Source: an optimization exercise on an open RTL-to-GDS flow (aim: small area and a short achievable clock period). Production flows keep margins and buffers that such runs may drop. In this exercise RTL edits were held to simulation tests only and were not proved equivalent to the original. Power and IR drop assume default switching activity.

[flow/config.mk]
export PLATFORM = sky130hd
export DESIGN_NAME = vector_wavegen
export DESIGN_NICKNAME = vector_wavegen
export VERILOG_FILES = /design/flow/design.v
export SDC_FILE = /design/flow/constraint.sdc
export NUM_CORES = 4
export LEC_CHECK = 0
export CAP_MARGIN = 20
export CORE_MARGIN = 2
export CORE_UTILIZATION = 60
export SLEW_MARGIN = 20
[flow/constraint.sdc]
create_clock -name core_clock -period 12.0 [get_ports {clk}]
set_input_delay 2.4000 -clock core_clock [delete_from_list [all_inputs] [get_ports {clk}]]
set_output_delay 2.4000 -clock core_clock [all_outputs]
set_load 0.01 [all_outputs]
[flow/design.v]
`timescale 1ns/1ps
`default_nettype none
module uart_rx (
    input  logic       clk,
    input  logic       reset,
    input  logic       rxd,
    output logic [7:0] rx_byte,      
    output logic       rx_valid
);
    localparam logic [1:0] rx_idle  = 2'd0;
    localparam logic [1:0] rx_start = 2'd1;
    localparam logic [1:0] rx_data  = 2'd2;
    localparam logic [1:0] rx_stop  = 2'd3;
    logic [1:0] state;
    logic [1:0] sync;
    logic [3:0] tick;
    logic [2:0] bit_cnt;
    logic       rx_bit;
    logic       half_end, full_end;
    assign rx_bit   = sync[1];
    assign half_end = (tick == 4'd7);
    assign full_end = (tick == 4'd15);
    always_ff @(posedge clk) begin
        if (reset) begin
            sync     <= 2'b11;
            state    <= rx_idle;
            tick     <= 4'd0;
            bit_cnt  <= 3'd0;
            rx_valid <= 1'b0;
        end else begin
            sync     <= {sync[0], rxd};
            rx_valid <= 1'b0;
            case (state)
                rx_idle: begin
                    tick <= 4'd0;
                    if (!rx_bit)
                        state <= rx_start;
                end
                rx_start: begin
                    tick <= tick + 4'd1;
                    if (half_end) begin
                        tick    <= 4'd0;
                        bit_cnt <= 3'd0;
                        state   <= rx_bit ? rx_idle : rx_data;
                    end
                end
                rx_data: begin
                    tick <= tick + 4'd1;
                    if (full_end) begin
                        tick    <= 4'd0;
                        bit_cnt <= bit_cnt + 3'd1;
                        if (bit_cnt == 3'd7)
                            state <= rx_stop;
                    end
                end
                default: begin
                    tick <= tick + 4'd1;
                    if (full_end) begin
                        rx_valid <= rx_bit;
                        state    <= rx_idle;
                    end
                end
            endcase
        end
    end
    always_ff @(posedge clk) begin
        if (state == rx_data && full_end)
            rx_byte <= {rx_bit, rx_byte[7:1]};
    end
endmodule
`default_nettype wire
`timescale 1ns/1ps
`default_nettype none
module program_loader (
    input  logic       clk,
    input  logic       reset,
    input  logic [7:0] rx_byte,
    input  logic       rx_valid,
    output logic       wr_valid,
    output logic [2:0] sel,          
    output logic [3:0] count,
    output logic       loaded
);
    localparam logic [1:0] ld_idle    = 2'd0;
    localparam logic [1:0] ld_type    = 2'd1;
    localparam logic [1:0] ld_data    = 2'd2;
    localparam logic [1:0] ld_trailer = 2'd3;
    logic [1:0] state;
    always_ff @(posedge clk) begin
        if (reset) begin
            state    <= ld_idle;
            count    <= 4'd0;
            loaded   <= 1'b0;
            wr_valid <= 1'b0;
        end else begin
            wr_valid <= rx_valid && (state == ld_data);
            if (wr_valid)
                count <= count + 4'd1;       
            if (rx_valid) begin
                case (state)
                    ld_idle: begin
                        if (rx_byte == 8'hAA)
                            state <= ld_type;
                    end
                    ld_type: begin
                        sel   <= rx_byte[2:0];
                        state <= ld_data;
                    end
                    ld_data: begin
                        if (count == 4'd15)
                            state <= ld_trailer;
                    end
                    default: begin
                        if (rx_byte == 8'h55)
                            loaded <= 1'b1;
                        state <= ld_idle;
                    end
                endcase
            end
        end
    end
endmodule
`default_nettype wire
`timescale 1ns/1ps
`default_nettype none
module display_list (
    input  logic        clk,
    input  logic        clr,         
    input  logic        wr_valid,
    input  logic [2:0]  sel,         
    input  logic [3:0]  wr_index,
    input  logic [7:0]  wr_data,
    input  logic [3:0]  rd_index,
    output logic [26:0] x_rd,        
    output logic [26:0] y_rd
);
    logic [2:0] x_op [16];
    logic [7:0] x_a  [16];
    logic [7:0] x_b  [16];
    logic [7:0] x_c  [16];
    logic [2:0] y_op [16];
    logic [7:0] y_a  [16];
    logic [7:0] y_b  [16];
    logic [7:0] y_c  [16];
    logic [7:0] wbus;
    assign wbus = clr ? 8'd0 : wr_data;
    always_ff @(posedge clk) begin
        for (int i = 0; i < 16; i++) begin
            if (clr || (wr_valid && sel == 3'd0 && wr_index == 4'(i))) x_op[i] <= wbus[2:0];
            if (clr || (wr_valid && sel == 3'd1 && wr_index == 4'(i))) x_a[i]  <= wbus;
            if (clr || (wr_valid && sel == 3'd2 && wr_index == 4'(i))) x_b[i]  <= wbus;
            if (clr || (wr_valid && sel == 3'd3 && wr_index == 4'(i))) x_c[i]  <= wbus;
            if (clr || (wr_valid && sel == 3'd4 && wr_index == 4'(i))) y_op[i] <= wbus[2:0];
            if (clr || (wr_valid && sel == 3'd5 && wr_index == 4'(i))) y_a[i]  <= wbus;
            if (clr || (wr_valid && sel == 3'd6 && wr_index == 4'(i))) y_b[i]  <= wbus;
            if (clr || (wr_valid && sel == 3'd7 && wr_index == 4'(i))) y_c[i]  <= wbus;
        end
    end
    logic [3:0] sel_lo, sel_hi;
    assign sel_lo = 4'd1 << rd_index[1:0];
    assign sel_hi = 4'd1 << rd_index[3:2];
    always_comb begin
        x_rd = 27'd0;
        y_rd = 27'd0;
        for (int i = 0; i < 16; i++) begin
            if (sel_lo[i % 4] && sel_hi[i / 4]) begin
                x_rd = x_rd | {x_op[i], x_a[i], x_b[i], x_c[i]};
                y_rd = y_rd | {y_op[i], y_a[i], y_b[i], y_c[i]};
            end
        end
    end
endmodule
`default_nettype wire
`timescale 1ns/1ps
`default_nettype none
module axis_sequencer (
    input  logic       clk,
    input  logic       reset,
    input  logic       run,
    input  logic       advance,
    input  logic [2:0] e_op,
    input  logic [7:0] e_a,
    input  logic [7:0] e_b,
    input  logic [7:0] e_c,
    input  logic       a0,           
    input  logic       b0,           
    output logic [7:0] pos,
    output logic       done
);
    logic [1:0] phase;
    logic [7:0] k;       
    logic       eqa, eqb;
    logic [7:0] pos_up, pos_dn;
    logic       last;
    logic       clr_cnt;
    logic [1:0] phase_nxt;
    logic [7:0] pos_nxt;
    logic       mv_up, mv_dn, load;
    logic [1:0] cur;
    logic       cur_done;
    logic       len_eq;
    assign eqa     = (k == e_a);
    assign eqb     = (k == e_b);
    assign pos_up  = pos + e_c;
    assign pos_dn  = pos - e_c;
    always_comb begin
        case (phase)
            2'd0:    cur = a0 ? 2'd1 : 2'd0;
            2'd1:    cur = b0 ? 2'd2 : 2'd1;
            2'd2:    cur = a0 ? 2'd3 : 2'd2;
            default: cur = 2'd3;
        endcase
    end
    assign cur_done = (a0 && b0) || (phase == 2'd3 && b0);
    assign len_eq   = cur[0] ? eqb : eqa;
    always_comb begin
        mv_up     = 1'b0;
        mv_dn     = 1'b0;
        load      = 1'b0;
        last      = 1'b0;
        clr_cnt   = 1'b0;
        phase_nxt = phase;
        case (e_op)
            3'd0: last = 1'b1;
            3'd4: begin
                load = 1'b1;
                last = 1'b1;
            end
            3'd1, 3'd7: begin
                if (phase == 2'd0) begin
                    load      = 1'b1;
                    phase_nxt = 2'd1;
                    clr_cnt   = 1'b1;
                    last      = b0;
                end else begin
                    mv_up = (e_op == 3'd1);
                    mv_dn = (e_op == 3'd7);
                    last  = eqb;
                end
            end
            3'd2, 3'd3: begin
                mv_up = !a0 && (e_op == 3'd2);
                mv_dn = !a0 && (e_op == 3'd3);
                last  = a0 || eqa;
            end
            default: begin       
                if (cur_done) begin
                    last = 1'b1;
                end else begin
                    if (e_op == 3'd5) begin
                        mv_up = (cur == 2'd0);
                        mv_dn = (cur == 2'd2);
                    end else begin
                        mv_up = (cur == 2'd1);
                        mv_dn = (cur == 2'd3);
                    end
                    phase_nxt = cur;
                    if (len_eq) begin
                        phase_nxt = cur + 2'd1;
                        clr_cnt   = 1'b1;
                        last      = (cur == 2'd3) || (cur == 2'd2 && b0);
                    end
                end
            end
        endcase
        if (load)
            pos_nxt = e_a;
        else if (mv_up)
            pos_nxt = pos_up;
        else if (mv_dn)
            pos_nxt = pos_dn;
        else
            pos_nxt = pos;
    end
    always_ff @(posedge clk) begin
        if (reset) begin
            phase <= 2'd0;
            k     <= 8'd1;
            pos   <= 8'd0;
            done  <= 1'b0;
        end else if (run) begin
            if (advance) begin
                phase <= 2'd0;
                k     <= 8'd1;
                done  <= 1'b0;
            end else if (!done) begin
                pos   <= pos_nxt;
                k     <= clr_cnt ? 8'd1 : k + 8'd1;
                phase <= phase_nxt;
                done  <= last;
            end
        end
    end
endmodule
`default_nettype wire
`timescale 1ns/1ps
`default_nettype none
module vector_wavegen (
    input  logic       clk,
    input  logic       reset,
    input  logic       enable,
    input  logic       rxd,
    output logic [7:0] xdac,
    output logic [7:0] ydac,
    output logic [3:0] list_index,
    output logic       loaded
);
    logic run;
    assign run = enable || loaded;
    logic rst_q;
    always_ff @(posedge clk)
        rst_q <= reset;
    logic [7:0] rx_byte;
    logic       rx_valid;
    logic       wr_valid;
    logic [2:0] sel;
    logic [3:0] count;
    uart_rx rx0 (
        .clk      (clk),
        .reset    (reset),
        .rxd      (rxd),
        .rx_byte  (rx_byte),
        .rx_valid (rx_valid)
    );
    program_loader loader0 (
        .clk      (clk),
        .reset    (reset),
        .rx_byte  (rx_byte),
        .rx_valid (rx_valid),
        .wr_valid (wr_valid),
        .sel      (sel),
        .count    (count),
        .loaded   (loaded)
    );
    logic [3:0] idx_p1;      
    logic       advance;
    logic       x_done, y_done;
    logic       step;
    assign step = run && advance;
    always_ff @(posedge clk) begin
        if (reset) begin
            list_index <= 4'd0;
            idx_p1     <= 4'd1;
            advance    <= 1'b0;
        end else begin
            advance <= run && x_done && y_done && !advance;
            if (step) begin
                list_index <= idx_p1;            
                idx_p1     <= idx_p1 + 4'd1;
            end
        end
    end
    logic [26:0] x_next, y_next;
    display_list list0 (
        .clk      (clk),
        .clr      (rst_q),
        .wr_valid (wr_valid),
        .sel      (sel),
        .wr_index (count),
        .wr_data  (rx_byte),
        .rd_index (idx_p1),
        .x_rd     (x_next),
        .y_rd     (y_next)
    );
    logic       hit_cur, hit_nxt;
    assign hit_cur = wr_valid && (count == list_index);
    assign hit_nxt = wr_valid && (count == idx_p1);
    logic [26:0] xe, ye;
    logic        xe_a0, xe_b0, ye_a0, ye_b0;
    logic [26:0] xs, ys, xh, yh;
    logic        xs_a0, xs_b0, ys_a0, ys_b0, xh_a0, xh_b0, yh_a0, yh_b0;
    function automatic logic [26:0] merge(input logic [26:0] e, input logic hit,
                                          input logic [1:0] f, input logic [7:0] d);
        logic [26:0] m;
        m = e;
        if (hit) begin
            case (f)
                2'd0:    m[26:24] = d[2:0];
                2'd1:    m[23:16] = d;
                2'd2:    m[15:8]  = d;
                default: m[7:0]   = d;
            endcase
        end
        merge = m;
    endfunction
    assign xs = merge(x_next, hit_nxt && !sel[2], sel[1:0], rx_byte);
    assign ys = merge(y_next, hit_nxt &&  sel[2], sel[1:0], rx_byte);
    assign xh = merge(xe,     hit_cur && !sel[2], sel[1:0], rx_byte);
    assign yh = merge(ye,     hit_cur &&  sel[2], sel[1:0], rx_byte);
    assign xs_a0 = (xs[23:16] == 8'd0);
    assign xs_b0 = (xs[15:8]  == 8'd0);
    assign ys_a0 = (ys[23:16] == 8'd0);
    assign ys_b0 = (ys[15:8]  == 8'd0);
    assign xh_a0 = (xh[23:16] == 8'd0);
    assign xh_b0 = (xh[15:8]  == 8'd0);
    assign yh_a0 = (yh[23:16] == 8'd0);
    assign yh_b0 = (yh[15:8]  == 8'd0);
    always_ff @(posedge clk) begin
        if (reset) begin
            xe    <= 27'd0;
            ye    <= 27'd0;
            xe_a0 <= 1'b1;
            xe_b0 <= 1'b1;
            ye_a0 <= 1'b1;
            ye_b0 <= 1'b1;
        end else if (step) begin
            xe    <= xs;
            ye    <= ys;
            xe_a0 <= xs_a0;
            xe_b0 <= xs_b0;
            ye_a0 <= ys_a0;
            ye_b0 <= ys_b0;
        end else begin
            xe    <= xh;
            ye    <= yh;
            xe_a0 <= xh_a0;
            xe_b0 <= xh_b0;
            ye_a0 <= yh_a0;
            ye_b0 <= yh_b0;
        end
    end
    axis_sequencer x_axis (
        .clk     (clk),
        .reset   (reset),
        .run     (run),
        .advance (advance),
        .e_op    (xe[26:24]),
        .e_a     (xe[23:16]),
        .e_b     (xe[15:8]),
        .e_c     (xe[7:0]),
        .a0      (xe_a0),
        .b0      (xe_b0),
        .pos     (xdac),
        .done    (x_done)
    );
    axis_sequencer y_axis (
        .clk     (clk),
        .reset   (reset),
        .run     (run),
        .advance (advance),
        .e_op    (ye[26:24]),
        .e_a     (ye[23:16]),
        .e_b     (ye[15:8]),
        .e_c     (ye[7:0]),
        .a0      (ye_a0),
        .b0      (ye_b0),
        .pos     (ydac),
        .done    (y_done)
    );
endmodule
`default_nettype wire
[flow/flow/run.sh]
#!/bin/bash
# The standard layout (same synthesis script and steps), with the repair
# margin, abc delay target and clock-tree options from params.sh
set -euo pipefail
W=$PWD
source $W/flow/params.sh
export CTS_ARGS BUFFER_PORTS_ARGS
make -C "$FLOW_HOME" DESIGN_CONFIG=$W/config.mk WORK_HOME=$W/orfs CLKGATE_MAP_FILE= \
    SYNTH_SCRIPT=$W/synth_recipe.tcl CAP_MARGIN=20 CORE_MARGIN=2 CORE_UTILIZATION=$UTIL \
    SLEW_MARGIN=20 $EXTRA_MAKE_ARGS finish > $W/make_finish.log 2>&1
R=$W/orfs/results/$FLOW_PLATFORM/vector_wavegen/base
: # left out here: write the final layout as DEF
[flow/flow/params.sh]
UTIL=60
EXTRA_MAKE_ARGS="SETUP_SLACK_MARGIN=8.3 ABC_CLOCK_PERIOD_IN_PS=1000"
CTS_ARGS="-sink_clustering_enable -repair_clock_nets -dont_use_dummy_load -sink_clustering_size 30 -sink_clustering_max_diameter 100"
BUFFER_PORTS_ARGS=""
[flow/standard.sh]
#!/bin/bash
# synth_recipe.tcl (not shown) runs the flow's synth.tcl, then flattens the netlist and writes it again
# the make line also repeats each setting of config.mk as NAME=value (left out here)
make -C /OpenROAD-flow-scripts/flow DESIGN_CONFIG=/design/flow/config.mk WORK_HOME=/design/flow/orfs CLKGATE_MAP_FILE= SYNTH_SCRIPT=/design/flow/synth_recipe.tcl "${@:-finish}"
==> results of run 1 <==
[timing repair]
item,in CTS,in global routing
setup buffers,16,11
resized for setup,81,61
hold buffers,0,0
hold endpoints to repair,0,0
gates cloned,3,1
endpoints found under the setup margin,100,32
pin swaps,9,15
[per-layer routing]
metal / GRT usage (%) / up-vias
met5: 0 / -
met4: 12.69 / 2
met3: 7.218 / 302
met2: 55.90 / 1834
met1: 52.43 / 13694
li1: - / 11269
[worst max-delay path by stage]
stage                        from       endpoint  slack (ps)  depth (start not counted)
floorplan                  enable  x_axis.pos[7]        8300                          6
global placement           enable          xe_a0        6730                          9
detailed placement         enable          xe_a0        6740                          9
CTS                        enable          xe_a0        8200                          9
global route                xe_a0  x_axis.pos[7]        8230                         17
finish              x_axis.pos[6]        xdac[6]        8330                          1
[area by class of cell]
cell class | instances | share of cell area (%)
sequential | 1001 | 65.25
tap | 882 | 2.496
inverter | 45 | 0.3963
clock buffer | 41 | 2.321
timing repair buffer | 117 | 2.395
multi-input combinational | 1628 | 27.15
[sequential cells by signal, summed over array words and instances, names as in the netlist, 27 cells and up]
name,cells
xe,27
list0.y_b,128
list0.y_a,128
list0.x_a,128
list0.x_c,128
list0.y_op,48
ye,27
list0.x_b,128
list0.y_c,128
list0.x_op,48
[logic make-up (layout without fill, tap and decap cells)]
logic type / Yosys count / after routing
fa+ha+maj: 47 / 47
simple gates: 538 / 540
buf+inv: 248 / 203
flops: 1001 / 1001
xor+xnor: 78 / 78
mux: 98 / 98
compound gates: 864 / 865
[layout by cell type (no fill, tap or decap), drive strengths merged, types with 7 or more instances in the layout]
| master | Yosys | layout |
|---|---|---|
| xnor2 | 50 | 50 |
| xor2 | 28 | 28 |
| a211oi | 40 | 40 |
| nor3b | 8 | 8 |
| a41oi | 17 | 17 |
| nand2b | 14 | 14 |
| o211ai | 26 | 26 |
| buf | 78 | 93 |
| mux2i | 74 | 74 |
| ha | 45 | 45 |
| a22oi | 182 | 182 |
| or2 | 7 | 7 |
| inv | 43 | 43 |
| a31oi | 24 | 24 |
| dfxtp | 126 | 126 |
| nand2 | 131 | 131 |
| o22a | 7 | 7 |
| clkbuf | 125 | 44 |
| nor2 | 145 | 145 |
| o21bai | 136 | 136 |
| o21ai | 74 | 75 |
| a221oi | 81 | 81 |
| nor2b | 28 | 28 |
| dlygate4sd2 | 0 | 18 |
| a22o | 79 | 79 |
| nand3 | 46 | 46 |
| nor3 | 25 | 25 |
| and3 | 31 | 32 |
| a21oi | 91 | 91 |
| a222oi | 25 | 25 |
| edfxtp | 875 | 875 |
| a21o | 13 | 13 |
| and3b | 9 | 10 |
| nand4 | 47 | 47 |
| a32oi | 13 | 13 |
| nor4 | 16 | 16 |
| and2 | 8 | 8 |
| mux2 | 23 | 23 |
[per-stage QoR]
stage / instance area [um^2] / hold WS, ps / setup slack [ps]
global route: 44210 / 433.6 / 8235
detailed placement: 42420 / 395.6 / 6737
CTS: 43790 / 416.7 / 8197
finish: 44210 / 414.0 / 8333
floorplan: 41320 / 389.5 / 8301
global placement: 42370 / 401.4 / 6727
[power by group through the flow]
stage / Clock [uW] / Sequential, uW / Combinational (uW)
global route: 1740 / 3970 / 300
detailed placement: 0 / 4040 / 269
CTS: 1640 / 3960 / 273
finish: 1640 / 3960 / 282
global placement: 0 / 4040 / 262
floorplan: 0 / 4020 / 166
==> impl_metrics.sql, run 1 <==
INSERT INTO impl_metrics (metric_group, metric, value, unit) VALUES
('drt', 'routed.top_layer', 'met5', ''),
('final_layout', 'area_growth_syn_to_layout', '7.151', '%'),
('sta', 'setup_violating_endpoint_count_in_the_final_report', '0', ''),
('clock_network', 'tritoncts_clock_tree', 'built', ''),
('grt', 'overall_routing_resource_usage', '36.42', '%'),
('clock_network', 'clkSinkCount', '1001', ''),
('clock_network', 'clockBufferDepth', '3', ''),
('final_layout', 'instances_no_fill', '3714', ''),
('final_layout', 'final.fill_count', '4977', ''),
('setup_path', 'timing.critical_path.cells', 'dlygate4sd2_1', ''),
('grt', 'first_global_vias', '25436', ''),
('die', 'rows', '96', ''),
('yosys', 'async_reset_ff_share', '0', '%'),
('drt', 'detailed_route_wirelength_on_metal3', '15770', 'um'),
('setup_path', 'reg2reg_from', 'xe_a0', ''),
('yosys', 'syn-num-nets', '2925', ''),
('clock_network', 'insertion_delay', '650', 'ps'),
('sta', 'fin_setup_tns', '0', 'ps'),
('setup_path', 'rrSetupSlack', '8340', 'ps'),
('yosys', 'number_of_different_library_cells_in_the_post_synthesis_netlist', '79', ''),
('drt', 'num_vias', '27101', ''),
('power_and_ir_drop', 'total_power', '5884', 'uW'),
('yosys', 'postSynthCellCount', '2874', ''),
('final_layout', 'multi_input_comb_area', '12000', 'um^2'),
('place', 'globalplace.congestion', '0.9016', ''),
('yosys', 'synthSimpleGateAreaFrac', '6.481', '%'),
('status', 'outcome', 'no timing/DRC/antenna violations', ''),
('yosys', 'post_synth_main_area_contributors', 'sky130_fd_sc_hd__edfxtp_1 (64%), sky130_fd_sc_hd__dfxtp_1 (6.1%), sky130_fd_sc_hd__a22oi_1 (3.3%), sky130_fd_sc_hd__o21bai_1 (2.5%), sky130_fd_sc_hd__mux2i_1 (1.8%)', ''),
('drt', 'drc', '0', ''),
('die', 'die-height', '266.2', 'um'),
('sta', 'fin_skew', '94.20', 'ps'),
('sta', 'maxClockFrequency', '0.2727', 'GHz'),
('setup_path', 'critPathMaxFanout', '3', ''),
('setup_path', 'cp_data_arrival_time', '1270', 'ps'),
('drt', 'aggregate_routed_wire_length', '129800', 'um'),
('grt', 'grt_pass1_wl', '183900', 'um'),
('sta', 'fin_crit', '3667', 'ps'),
('yosys', 'netlist.area_leader.share', '63.69', '%'),
('sta', 'final-hold-violation-count', '0', ''),
('die', 'core_area', '68350', 'um^2'),
('drt', 'post_route_ant_nets', '0', ''),
('flow_run', 'maxCapViolations', '0', ''),
('die', 'die_width', '266.2', 'um'),
('hold_path', 'hold_path_class', 'reg2reg', ''),
('hold_path', 'worstHoldPathCells', '1', ''),
('sta', 'maxSlewViolCount', '0', ''),
('power_and_ir_drop', 'ir_worst_vdd', '0.1471', 'mV'),
('yosys', 'synthFlopType', 'sky130_fd_sc_hd__edfxtp_1', ''),
('place', 'placedCellCount', '3639', ''),
('setup_path', 'critical_path.endpoint_type', 'primary output', ''),
('setup_path', 'path_delay_family', 'flip-flops', ''),
('power_and_ir_drop', 'combPwrFrac', '4.8', '%'),
('yosys', 'synth_compound_gate_area_share', '15.62', '%'),
('die', 'die_area', '70870', 'um^2'),
('power_and_ir_drop', 'power.clock.fraction', '27.9', '%'),
('yosys', 'synth_edf_count', '875', ''),
('drt', 'm1WireLength', '49970', 'um'),
('sta', 'finalCritPeriodShare', '30.56', '%'),
('drt', 'via_per_inst', '7.297', ''),
('drt', 'wl_met2', '58790', 'um'),
('drt', 'drt_iter0_drc', '4150', ''),
('clock_network', 'numCtsBuffers', '41', ''),
('sta', 'rsz0062_at_grt', 'yes', ''),
('yosys', 'yosysWarnings', '13', ''),
('yosys', 'netlist_top_cells_count', 'sky130_fd_sc_hd__edfxtp_1 (875), sky130_fd_sc_hd__a22oi_1 (182), sky130_fd_sc_hd__nor2_1 (143)', ''),
('drt', 'firstDrtPassIters', '6', ''),
('die', 'floorplan.initialDensity', '60.36', '%'),
('yosys', 'synthesis.area', '41260', 'um^2'),
('power_and_ir_drop', 'p_per_area', '133.1', 'nW/um^2'),
('clock_network', 'clock_pin_slew_on_the_worst_setup_and_hold_paths', '80', 'ps'),
('clock_network', 'htreeDepth', '2', '');
==> run 2: changes to the inputs <==
--- a/flow/design.v
+++ b/flow/design.v
@@ -182,14 +182,12 @@
     input  logic [7:0] e_a,
     input  logic [7:0] e_b,
     input  logic [7:0] e_c,
-    input  logic       a0,           
-    input  logic       b0,           
     output logic [7:0] pos,
     output logic       done
 );
     logic [1:0] phase;
     logic [7:0] k;       
-    logic       eqa, eqb;
+    logic       a0, b0, eqa, eqb;
     logic [7:0] pos_up, pos_dn;
     logic       last;
     logic       clr_cnt;
@@ -199,6 +197,8 @@
     logic [1:0] cur;
     logic       cur_done;
     logic       len_eq;
+    assign a0      = (e_a == 8'd0);
+    assign b0      = (e_b == 8'd0);
     assign eqa     = (k == e_a);
     assign eqb     = (k == e_b);
     assign pos_up  = pos + e_c;
@@ -365,10 +365,7 @@
     logic       hit_cur, hit_nxt;
     assign hit_cur = wr_valid && (count == list_index);
     assign hit_nxt = wr_valid && (count == idx_p1);
-    logic [26:0] xe, ye;
-    logic        xe_a0, xe_b0, ye_a0, ye_b0;
-    logic [26:0] xs, ys, xh, yh;
-    logic        xs_a0, xs_b0, ys_a0, ys_b0, xh_a0, xh_b0, yh_a0, yh_b0;
+    logic [26:0] xe, ye, xn, yn;
     function automatic logic [26:0] merge(input logic [26:0] e, input logic hit,
                                           input logic [1:0] f, input logic [7:0] d);
         logic [26:0] m;
@@ -383,40 +380,22 @@
         end
         merge = m;
     endfunction
-    assign xs = merge(x_next, hit_nxt && !sel[2], sel[1:0], rx_byte);
-    assign ys = merge(y_next, hit_nxt &&  sel[2], sel[1:0], rx_byte);
-    assign xh = merge(xe,     hit_cur && !sel[2], sel[1:0], rx_byte);
-    assign yh = merge(ye,     hit_cur &&  sel[2], sel[1:0], rx_byte);
-    assign xs_a0 = (xs[23:16] == 8'd0);
-    assign xs_b0 = (xs[15:8]  == 8'd0);
-    assign ys_a0 = (ys[23:16] == 8'd0);
-    assign ys_b0 = (ys[15:8]  == 8'd0);
-    assign xh_a0 = (xh[23:16] == 8'd0);
-    assign xh_b0 = (xh[15:8]  == 8'd0);
-    assign yh_a0 = (yh[23:16] == 8'd0);
-    assign yh_b0 = (yh[15:8]  == 8'd0);
+    always_comb begin
+        if (step) begin
+            xn = merge(x_next, hit_nxt && !sel[2], sel[1:0], rx_byte);
+            yn = merge(y_next, hit_nxt &&  sel[2], sel[1:0], rx_byte);
+        end else begin
+            xn = merge(xe, hit_cur && !sel[2], sel[1:0], rx_byte);
+            yn = merge(ye, hit_cur &&  sel[2], sel[1:0], rx_byte);
+        end
+    end
     always_ff @(posedge clk) begin
         if (reset) begin
             xe    <= 27'd0;
             ye    <= 27'd0;
-            xe_a0 <= 1'b1;
-            xe_b0 <= 1'b1;
-            ye_a0 <= 1'b1;
-            ye_b0 <= 1'b1;
-        end else if (step) begin
-            xe    <= xs;
-            ye    <= ys;
-            xe_a0 <= xs_a0;
-            xe_b0 <= xs_b0;
-            ye_a0 <= ys_a0;
-            ye_b0 <= ys_b0;
         end else begin
-            xe    <= xh;
-            ye    <= yh;
-            xe_a0 <= xh_a0;
-            xe_b0 <= xh_b0;
-            ye_a0 <= yh_a0;
-            ye_b0 <= yh_b0;
+            xe    <= xn;
+            ye    <= yn;
         end
     end
     axis_sequencer x_axis (
@@ -428,8 +407,6 @@
         .e_a     (xe[23:16]),
         .e_b     (xe[15:8]),
         .e_c     (xe[7:0]),
-        .a0      (xe_a0),
-        .b0      (xe_b0),
         .pos     (xdac),
         .done    (x_done)
     );
@@ -442,8 +419,6 @@
         .e_a     (ye[23:16]),
         .e_b     (ye[15:8]),
         .e_c     (ye[7:0]),
-        .a0      (ye_a0),
-        .b0      (ye_b0),
         .pos     (ydac),
         .done    (y_done)
     );
==> flow/flow/params.sh (replaced) <==
UTIL=60
EXTRA_MAKE_ARGS="SETUP_SLACK_MARGIN=8.6 ABC_CLOCK_PERIOD_IN_PS=1000 ADDER_MAP_FILE="
CTS_ARGS="-sink_clustering_enable -repair_clock_nets -dont_use_dummy_load -sink_clustering_size 24 -sink_clustering_max_diameter 80"
BUFFER_PORTS_ARGS=""
==> impl_metrics.sql, run 2 <==
INSERT INTO impl_metrics (metric_group, metric, value, unit) VALUES
('status', 'outcome', 'no timing/DRC/antenna violations', ''),
('setup_path', 'critPathMaxFanout', '2', ''),
('grt', 'overall_routing_resource_usage', '30.33', '%'),
('yosys', 'synthFlopType', 'sky130_fd_sc_hd__edfxtp_1', ''),
('yosys', 'netlist.area_leader.share', '64.87', '%'),
('drt', 'post_route_ant_nets', '0', ''),
('place', 'place_hpwl', '63330', 'um'),
('die', 'core_area', '67040', 'um^2'),
('yosys', 'synthesis.area', '40500', 'um^2'),
('yosys', 'netlist_top_cells_count', 'sky130_fd_sc_hd__edfxtp_1 (875), sky130_fd_sc_hd__a22oi_1 (317), sky130_fd_sc_hd__nor2_1 (232)', ''),
('sta', 'timing.max_slew.rel_slack', '25.28', '%'),
('clock_network', 'numCtsBuffers', '50', ''),
('setup_path', 'worstSetupPathType', 'reg2out', ''),
('clock_network', 'insertion_delay', '660', 'ps'),
('yosys', 'synth_edf_count', '875', ''),
('sta', 'setup_violating_endpoint_count_in_the_final_report', '0', ''),
('final_layout', 'layout_commonest_cell', 'sky130_fd_sc_hd__edfxtp_1', ''),
('power_and_ir_drop', 'p_per_area', '134.5', 'nW/um^2'),
('die', 'die-height', '263.8', 'um'),
('power_and_ir_drop', 'ir_worst_vdd', '0.1483', 'mV'),
('setup_path', 'cp_slowest_stage_delay', '370', 'ps'),
('place', 'placedCellCount', '3641', ''),
('setup_path', 'critical_path.endpoint_type', 'primary output', ''),
('yosys', 'cell_type_with_the_largest_total_area_after_synthesis', 'sky130_fd_sc_hd__edfxtp_1', ''),
('sta', 'fin_crit', '3496', 'ps'),
('setup_path', 'timing.critical_path.from_type', 'flop', ''),
('die', 'io_pins', '25', ''),
('die', 'rows', '95', ''),
('clock_network', 'cts_root_buffer', 'sky130_fd_sc_hd__clkbuf_16', ''),
('hold_path', 'hold_path_class', 'reg2reg', ''),
('final_layout', 'instances_no_fill', '3753', ''),
('sta', 'final-hold-violation-count', '0', ''),
('yosys', 'synth-seq-cells', '997', ''),
('clock_network', 'clkSinkCount', '997', ''),
('drt', 'aggregate_routed_wire_length', '106500', 'um'),
('final_layout', 'area_growth_syn_to_layout', '8.628', '%'),
('setup_path', 'required', '9600', 'ps'),
('drt', 'num_vias', '25524', ''),
('sta', 'fin_setup_tns', '0', 'ps'),
('final_layout', 'n_antenna_cell', '0', ''),
('sta', 'rsz0062_at_grt', 'yes', ''),
('sta', 'finalCritPeriodShare', '29.13', '%'),
('grt', 'globalRouteOverflowTotal', '0', ''),
('yosys', 'yosysWarnings', '13', ''),
('place', 'buffer_ports.inserted', '24', ''),
('grt', 'antenna_found_initial', '1', ''),
('drt', 'drt_iter0_drc', '2861', ''),
('yosys', 'synthesis.area_per_instance', '14.01', 'um^2'),
('die', 'die_width', '263.8', 'um'),
('clock_network', 'clockBufferDepth', '3', ''),
('clock_network', 'clock_pin_slew_on_the_worst_setup_and_hold_paths', '100', 'ps'),
('final_layout', 'drive_gt1_share', '11.84', '%'),
('grt', 'first_global_vias', '24271', ''),
('drt', 'via_per_inst', '6.801', ''),
('sta', 'timing_worst_slew_pin_value', '1117', 'ps'),
('flow_run', 'maxCapViolations', '0', ''),
('grt', 'grt_pass1_wl', '157300', 'um'),
('power_and_ir_drop', 'leakagePower', '0.01541', 'uW'),
('place', 'globalplace.congestion', '0.8416', ''),
('yosys', 'async_reset_ff_share', '0', '%'),
('die', 'die_area', '69600', 'um^2'),
('grt', 'grt_start_max_net_pins', '97', ''),
('yosys', 'ys_seq_area_share', '70.90', '%'),
('drt', 'firstDrtPassIters', '6', ''),
('yosys', 'syn-num-nets', '2896', ''),
('setup_path', 'cp.buffers_inverters', '1', ''),
('drt', 'wire_per_inst', '28.39', 'um'),
('drt', 'drc', '0', ''),
('setup_path', 'cp_data_arrival_time', '1100', 'ps'),
('sta', 'maxSlewViolCount', '0', ''),
('yosys', 'postSynthCellCount', '2892', ''),
('setup_path', 'timing.critical_path.cells', 'buf_6', ''),
('setup_path', 'path_delay_family', 'flip-flops', ''),
('yosys', 'number_of_different_library_cells_in_the_post_synthesis_netlist', '87', ''),
('sta', 'fin_skew', '73.64', 'ps'),
('clock_network', 'holdBufCountCts', '0', ''),
('clock_network', 'tritoncts_clock_tree', 'built', ''),
('yosys', 'post_synth_main_area_contributors', 'sky130_fd_sc_hd__edfxtp_1 (65%), sky130_fd_sc_hd__dfxtp_1 (6.0%), sky130_fd_sc_hd__a22oi_1 (5.9%), sky130_fd_sc_hd__nor2_1 (2.2%), sky130_fd_sc_hd__clkbuf_1 (1.7%)', ''),
('yosys', 'synthMostInstantiatedCell', 'sky130_fd_sc_hd__edfxtp_1', ''),
('setup_path', 'critical-path-slowest-cell', 'sky130_fd_sc_hd__dfxtp_4', ''),
('clock_network', 'htreeDepth', '2', ''),
('sta', 'maxClockFrequency', '0.2861', 'GHz'),
('final_layout', 'most-common-layout-cells', 'sky130_fd_sc_hd__edfxtp_1 (875), sky130_fd_sc_hd__a22oi_1 (317), sky130_fd_sc_hd__nor2_1 (216)', ''),
('final_layout', 'finish.net_count', '2886', ''),
('die', 'floorplan.initialDensity', '60.42', '%');
run 2: layout make-up:
cell class / count / area, um^2
Timing Repair Buffer: 136 / 1255
Fill cell: 4867 / 23040
Tap cell: 873 / 1092
Multi-Input combinational cell: 1674 / 11500
Inverter: 23 / 86.33
Sequential cell: 997 / 28810
Clock buffer: 50 / 1251
run 2: cell families (layout without fill, tap and decap cells):
kind of cell | count (synthesis) | in the layout | share of synthesized area, %
compound gates | 872 | 874 | 15.82
xor+xnor | 82 | 82 | 1.810
fa+ha+maj | 2 | 2 | 0.05560
buf+inv | 223 | 209 | 2.116
flops | 997 | 997 | 70.90
mux | 36 | 36 | 0.9051
simple gates | 680 | 680 | 8.396
run 2: power by group:
| group | internal [uW] | switching (uW) |
|---|---|---|
| Combinational | 51.8 | 165 |
| Clock | 742 | 1020 |
| Sequential | 3890 | 43.5 |
| Total | 4690 | 1230 |
run 2: worst paths after layout:
check / startpoint / end / slack, ps / cells after the start
min: rx0.sync[0] / rx0.sync[1] / 440 / 1
min reg2reg: rx0.sync[0] / rx0.sync[1] / 440 / 1
max reg2reg: ye[19] / y_axis.pos[7] / 8700 / 11
max: list_index[3] / list_index[3] / 8500 / 1
run 2: per-stage QoR:
| step | util [%] | power (uW) | hold WS, ps | setup slack [ps] | area [um^2] |
|---|---|---|---|---|---|
| floorplan | - | 4131 | 389.5 | 8185 | 40730 |
| finish | 65.63 | 5919 | 436.5 | 8504 | 44000 |
| CTS | 65.04 | 5938 | 438.1 | 8478 | 43600 |
| global route | 65.63 | 6066 | 445.6 | 8483 | 44000 |
| global placement | 62.33 | 4214 | 403.0 | 7006 | 41790 |
| detailed placement | 62.35 | 4226 | 400.0 | 6960 | 41800 |
run 2: per-layer routing:
metal	vias up	track usage (%)	wire length (um)
met5	-	0	0
met4	0	8.830	2883
met3	181	4.735	8849
met2	1041	48.35	50260
met1	12968	43.81	44540
li1	11334	-	-
run 2: what timing repair did:
item | CTS | global route
setup buffers | 39 | 18
gates cloned | 1 | 3
gates resized for setup | 171 | 41
endpoints found under the setup margin | 114 | 68
pin swaps | 7 | 14
==> run 3: changes to the inputs <==
==> flow/flow/params.sh (replaced) <==
UTIL=70
EXTRA_MAKE_ARGS="SETUP_SLACK_MARGIN=8.6 ABC_CLOCK_PERIOD_IN_PS=1000 ADDER_MAP_FILE="
CTS_ARGS="-sink_clustering_enable -repair_clock_nets -dont_use_dummy_load -sink_clustering_size 24 -sink_clustering_max_diameter 80"
BUFFER_PORTS_ARGS=""
--- a/flow/config.mk
+++ b/flow/config.mk
@@ -7,5 +7,5 @@
 export LEC_CHECK = 0
 export CAP_MARGIN = 20
 export CORE_MARGIN = 2
-export CORE_UTILIZATION = 60
+export CORE_UTILIZATION = 70
 export SLEW_MARGIN = 20
==> impl_metrics.sql, run 3 <==
INSERT INTO impl_metrics (metric_group, metric, value, unit) VALUES
('grt', 'antenna_found_initial', '4', ''),
('setup_path', 'critical_path.endpoint_type', 'primary output', ''),
('final_layout', 'layout_commonest_cell', 'sky130_fd_sc_hd__edfxtp_1', ''),
('grt', 'overall_routing_resource_usage', '34.65', '%'),
('drt', 'via_per_inst', '7.167', ''),
('drt', 'firstDrtPassIters', '6', ''),
('setup_path', 'worstSetupPathType', 'reg2out', ''),
('drt', 'wire_per_inst', '28.43', 'um'),
('sta', 'timing.max_slew.rel_slack', '24.14', '%'),
('final_layout', 'final-seq-area', '28800', 'um^2'),
('die', 'die_area', '59800', 'um^2'),
('grt', 'globalRouteMet3Util', '6.760', '%'),
('power_and_ir_drop', 'p_per_area', '134.4', 'nW/um^2'),
('yosys', 'yosysWarnings', '13', ''),
('setup_path', 'critPathMaxFanout', '2', ''),
('final_layout', 'drive_gt1_share', '12.35', '%'),
('sta', 'finalCritPeriodShare', '29.06', '%'),
('yosys', 'post_synth_main_area_contributors', 'sky130_fd_sc_hd__edfxtp_1 (65%), sky130_fd_sc_hd__dfxtp_1 (6.0%), sky130_fd_sc_hd__a22oi_1 (5.9%), sky130_fd_sc_hd__nor2_1 (2.2%), sky130_fd_sc_hd__clkbuf_1 (1.7%)', ''),
('sta', 'maxClockFrequency', '0.2868', 'GHz'),
('sta', 'fin_setup_tns', '0', 'ps'),
('final_layout', 'finish.instance_area', '43900', 'um^2'),
('clock_network', 'cts_root_buffer', 'sky130_fd_sc_hd__clkbuf_16', ''),
('yosys', 'async_reset_ff_share', '0', '%'),
('yosys', 'synth_edf_count', '875', ''),
('sta', 'hold-worst-slack', '438.5', 'ps'),
('setup_path', 'path_delay_family', 'flip-flops', ''),
('place', 'globalplace.congestion', '0.8394', ''),
('yosys', 'ys_seq_area_share', '70.90', '%'),
('die', 'io_pins', '25', ''),
('yosys', 'synthFlopType', 'sky130_fd_sc_hd__edfxtp_1', ''),
('flow_run', 'maxCapViolations', '0', ''),
('sta', 'timing_worst_slew_pin_value', '1136', 'ps'),
('clock_network', 'htreeDepth', '2', ''),
('hold_path', 'hold_path_class', 'reg2reg', ''),
('final_layout', 'most-common-layout-cells', 'sky130_fd_sc_hd__edfxtp_1 (875), sky130_fd_sc_hd__a22oi_1 (317), sky130_fd_sc_hd__nor2_1 (218)', ''),
('grt', 'grt_util_met1', '49.27', '%'),
('hold_path', 'worstHoldPathCells', '1', ''),
('setup_path', 'cp_data_arrival_time', '1090', 'ps'),
('drt', 'aggregate_routed_wire_length', '103700', 'um'),
('final_layout', 'instances_no_fill', '3648', ''),
('yosys', 'postSynthCellCount', '2892', ''),
('status', 'outcome', 'no timing/DRC/antenna violations', ''),
('setup_path', 'cp.buffers_inverters', '1', ''),
('grt', 'grt.busiest_layer', 'met2', ''),
('clock_network', 'numCtsBuffers', '50', ''),
('die', 'floorplan.initialDensity', '70.47', '%'),
('setup_path', 'cp_slowest_stage_delay', '370', 'ps'),
('clock_network', 'insertion_delay', '670', 'ps'),
('place', 'buffer_ports.inserted', '24', ''),
('hold_path', 'worst_hold_path.endpoint', 'rx0.sync[1]', ''),
('grt', 'globalRouteOverflowTotal', '0', ''),
('sta', 'rsz0062_at_grt', 'yes', ''),
('grt', 'grt_pass1_wl', '153700', 'um'),
('yosys', 'netlist_top_cells_count', 'sky130_fd_sc_hd__edfxtp_1 (875), sky130_fd_sc_hd__a22oi_1 (317), sky130_fd_sc_hd__nor2_1 (232)', ''),
('final_layout', 'final_core_utilization', '76.38', '%'),
('die', 'die_width', '244.5', 'um'),
('drt', 'drt_iter0_drc', '3386', ''),
('drt', 'post_route_ant_nets', '0', ''),
('yosys', 'cell_type_with_the_largest_total_area_after_synthesis', 'sky130_fd_sc_hd__edfxtp_1', ''),
('die', 'core_area', '57480', 'um^2'),
('drt', 'drc', '0', ''),
('sta', 'setup_violating_endpoint_count_in_the_final_report', '0', ''),
('clock_network', 'clock_pin_slew_on_the_worst_setup_and_hold_paths', '100', 'ps'),
('sta', 'fin_crit', '3487', 'ps'),
('grt', 'first_global_vias', '24861', ''),
('final_layout', 'area_growth_syn_to_layout', '8.387', '%'),
('setup_path', 'required', '9600', 'ps'),
('die', 'rows', '88', ''),
('clock_network', 'tritoncts_clock_tree', 'built', ''),
('clock_network', 'holdBufCountCts', '0', ''),
('grt', 'met2_usage', '54.71', '%'),
('setup_path', 'cell_count_of_the_worst_reg_to_reg_path', '11', ''),
('sta', 'final-hold-violation-count', '0', ''),
('setup_path', 'reg2reg_from', 'xe[19]', ''),
('sta', 'fin_skew', '92.36', 'ps'),
('clock_network', 'clockBufferDepth', '3', ''),
('power_and_ir_drop', 'ir_worst_vdd', '0.1271', 'mV'),
('yosys', 'synthMostInstantiatedCell', 'sky130_fd_sc_hd__edfxtp_1', ''),
('setup_path', 'critical-path-slowest-cell', 'sky130_fd_sc_hd__dfxtp_4', ''),
('setup_path', 'timing.critical_path.from_type', 'flop', ''),
('final_layout', 'multi_input_comb_area', '11560', 'um^2'),
('clock_network', 'clkSinkCount', '997', ''),
('setup_path', 'regToRegEndpoint', 'x_axis.pos[6]', ''),
('yosys', 'number_of_different_library_cells_in_the_post_synthesis_netlist', '87', ''),
('power_and_ir_drop', 'leakagePower', '0.01543', 'uW'),
('sta', 'maxSlewViolCount', '0', ''),
('die', 'die-height', '244.5', 'um'),
('yosys', 'syn-num-nets', '2896', ''),
('grt', 'grt_start_max_net_pins', '97', ''),
('final_layout', 'final.fill_count', '3482', ''),
('setup_path', 'rrSetupSlack', '8680', 'ps'),
('place', 'place_hpwl', '61160', 'um'),
('place', 'placedCellCount', '3523', ''),
('yosys', 'synthesis.area_per_instance', '14.01', 'um^2'),
('hold_path', 'worst_hold_startpoint', 'rx0.sync[0]', ''),
('yosys', 'synth-seq-cells', '997', ''),
('final_layout', 'finish.net_count', '2888', ''),
('yosys', 'synthesis.area', '40500', 'um^2'),
('drt', 'num_vias', '26147', ''),
('setup_path', 'timing.critical_path.cells', 'buf_6', ''),
('place', 'postPlaceCellArea', '41600', 'um^2'),
('yosys', 'netlist.area_leader.share', '64.87', '%');
## run 3: cell counts after synthesis
No cell type changed its count.
## run 3: power by group
part | internal, uW | switching (uW) | total (uW)
Combinational | 54.0 | 163 | 217
Sequential | 3890 | 45.3 | 3940
Clock | 742 | 1000 | 1750
Total | 4690 | 1210 | 5900
## run 3: layout make-up
type                    count  area share (%)
diodes                      1        0.005700
repair buffers            138           2.827
well taps                 765           2.180
inverters                  23          0.1967
multi-input cells        1674           26.33
clock buffers              50           2.850
flip-flops and latches    997           65.61
## run 3: stage by stage
step,setup slack (ps),total power [uW]
floorplan,8185,4131
detailed placement,6990,4222
global route,8483,6042
finish,8513,5901
CTS,8493,5893
global placement,7028,4206
## run 3: per-layer routing
layer | share of wire, % | wire, um | vias up
li1 | - | - | 11336
met1 | 37 | 38770 | 12904
met2 | 47 | 49000 | 1637
met3 | 12 | 12110 | 266
met4 | 3.7 | 3813 | 4
met5 | 0.018 | 19 | -
## run 3: how the worst max path moves through the flow
stage,from,end,cells after the start
finish,loader0.loaded,loaded,1
global route,loader0.loaded,loaded,1
CTS,loader0.loaded,loaded,1
detailed placement,enable,xe[4],7
floorplan,enable,xe[0],6
global placement,enable,xe[6],7
## run 3: timing repair
action                     CTS  global route
setup endpoints to repair  114            75
setup buffers               40            31
gates resized for setup    170            58
gates cloned                 1             1
pin swaps                    5            23
## run 3: cells by family after synthesis
group / synth area share (%)
simple gates: 8.396
buf+inv: 2.116
mux: 0.9051
fa+ha+maj: 0.05560
xor+xnor: 1.810
flops: 70.90
compound gates: 15.82
==> run 4: changes to the inputs <==
==> flow/flow/params.sh (replaced) <==
UTIL=70
EXTRA_MAKE_ARGS="SETUP_SLACK_MARGIN=8.6 ABC_CLOCK_PERIOD_IN_PS=1000 ABC_AREA=1 ADDER_MAP_FILE="
CTS_ARGS="-sink_clustering_enable -repair_clock_nets -dont_use_dummy_load -sink_clustering_size 24 -sink_clustering_max_diameter 80"
BUFFER_PORTS_ARGS=""
==> impl_metrics.sql, run 4 <==
INSERT INTO impl_metrics (metric_group, metric, value, unit) VALUES
('clock_network', 'clock_pin_slew_on_the_worst_setup_and_hold_paths', '80', 'ps'),
('yosys', 'yosysWarnings', '13', ''),
('grt', 'grt_start_max_net_pins', '111', ''),
('clock_network', 'numCtsBuffers', '49', ''),
('yosys', 'async_reset_ff_share', '0', '%'),
('final_layout', 'most-common-layout-cells', 'sky130_fd_sc_hd__edfxtp_1 (875), sky130_fd_sc_hd__nand2_1 (840), sky130_fd_sc_hd__o21ai_0 (244)', ''),
('power_and_ir_drop', 'total_power', '5928', 'uW'),
('final_layout', 'finish.net_count', '3495', ''),
('yosys', 'synthesis.area_per_instance', '11.93', 'um^2'),
('drt', 'post_route_ant_nets', '0', ''),
('yosys', 'netlist_top_cells_count', 'sky130_fd_sc_hd__edfxtp_1 (875), sky130_fd_sc_hd__nand2_1 (846), sky130_fd_sc_hd__o21ai_0 (286)', ''),
('sta', 'timing_worst_slew_pin_value', '1121', 'ps'),
('drt', 'wire_per_inst', '27.02', 'um'),
('die', 'die-height', '244.9', 'um'),
('setup_path', 'critical_path.endpoint_type', 'primary output', ''),
('yosys', 'number_of_different_library_cells_in_the_post_synthesis_netlist', '53', ''),
('sta', 'worst_case_setup_margin_in_the_final_layout', '8476', 'ps'),
('place', 'buffer_ports.inserted', '24', ''),
('status', 'outcome', 'no timing/DRC/antenna violations', ''),
('sta', 'hold-worst-slack', '422.0', 'ps'),
('die', 'io_pins', '25', ''),
('drt', 'aggregate_routed_wire_length', '115100', 'um'),
('die', 'rows', '88', '');
-- run 4: timing repair --
| action | in CTS | in global routing |
|---|---|---|
| setup endpoints to repair | 130 | 84 |
| pin swaps | 4 | 11 |
| buffers inserted | 27 | 6 |
| resized for setup | 176 | 32 |
| gates cloned | 4 | 5 |
-- run 4: worst paths after layout --
path / from / endpoint / cells past startpoint
max: list_index[2] / list_index[2] / 1
min: rx0.sync[0] / rx0.sync[1] / 1
max reg2reg: idx_p1[2] / xe[9] / 10
min reg2reg: rx0.sync[0] / rx0.sync[1] / 1
-- run 4: cell type report --
class	count	share of cell area, %
Antenna cell	4	0.02263
Clock buffer	49	2.772
Inverter	232	2.042
Multi-Input combinational cell	2038	24.54
Sequential cell	997	65.02
Tap cell	765	2.164
Timing Repair Buffer	172	3.422
Timing Repair inverter	1	0.01131
-- run 4: per-stage QoR --
stage / std cells / utilization (%)
after floorplan: 3407 / -
after global placement: 4160 / 73.32
after detailed placement: 4160 / 73.32
after CTS: 4240 / 76.40
after global routing: 4256 / 76.81
final: 4258 / 76.82
-- run 4: worst reg2reg max path, delay by kind of cell, from the launching register on --
family                 cells  cell delay (ps)
buffers and inverters      1              370
AOI/OAI and AO/OA          5             1570
DFF                        1              390
and+or+nand+nor            4              960
-- run 4: cells by family after synthesis --
family          count (synthesis)  share of synthesized area, %
flops                         997                         70.67
xor+xnor                       32                        0.6897
compound gates                690                         11.07
buf+inv                       377                         3.630
simple gates                 1311                         13.94
-- run 4: metal layers --
| layer | GRT usage [%] | share of wire [%] | vias to the layer above |
|---|---|---|---|
| li1 | - | - | 12480 |
| met1 | 52.37 | 36 | 13842 |
| met2 | 59.16 | 46 | 2081 |
| met3 | 7.905 | 13 | 393 |
| met4 | 18.04 | 5.2 | 12 |
| met5 | 0 | 0.061 | - |
-- run 4: power breakdown --
| part | switching [uW] | internal [uW] | leakage, uW |
|---|---|---|---|
| sequential | 41.8 | 3890 | 0.0100 |
| clock | 1000 | 728 | 0.000604 |
| combinational | 195 | 66.8 | 0.00546 |
| total | 1240 | 4690 | 0.0161 |

separate check: timing with driven ports:
The flow's constraints put no driver on any port. The routed layouts listed below were extracted and timed again, unchanged, in two steps.
Step 1, drivers: a clkbuf_16 drives clk and a buf_2 each remaining input, both assumed.
Step 2 adds t to the input delays and takes it off the output delays; t is the mean of the earliest and latest rising clock arrival at the registers after step 1. Input paths then give back, and output paths get back, about the clock's delay inside the block.
Slacks: ideal / step 1 / step 2; pairs: ideal / step 1.
| run | t (ns) | setup slack, ns | worst setup path after step 2 |
|---|---|---|---|
| run 1 | 0.668 | 8.333 / 8.267 / 7.779 | input to register |
| run 2 | 0.689 | 8.504 / 8.436 / 8.014 | input to register |
| run 3 | 0.681 | 8.513 / 8.451 / 7.993 | input to register |
| run 4 | 0.684 | 8.476 / 8.413 / 8.043 | input to register |
After both steps setup and hold are still met in every run listed. For run 1, which loses most, drivers alone change the setup slack by -0.066 ns; drivers and shift together by -0.554 ns.
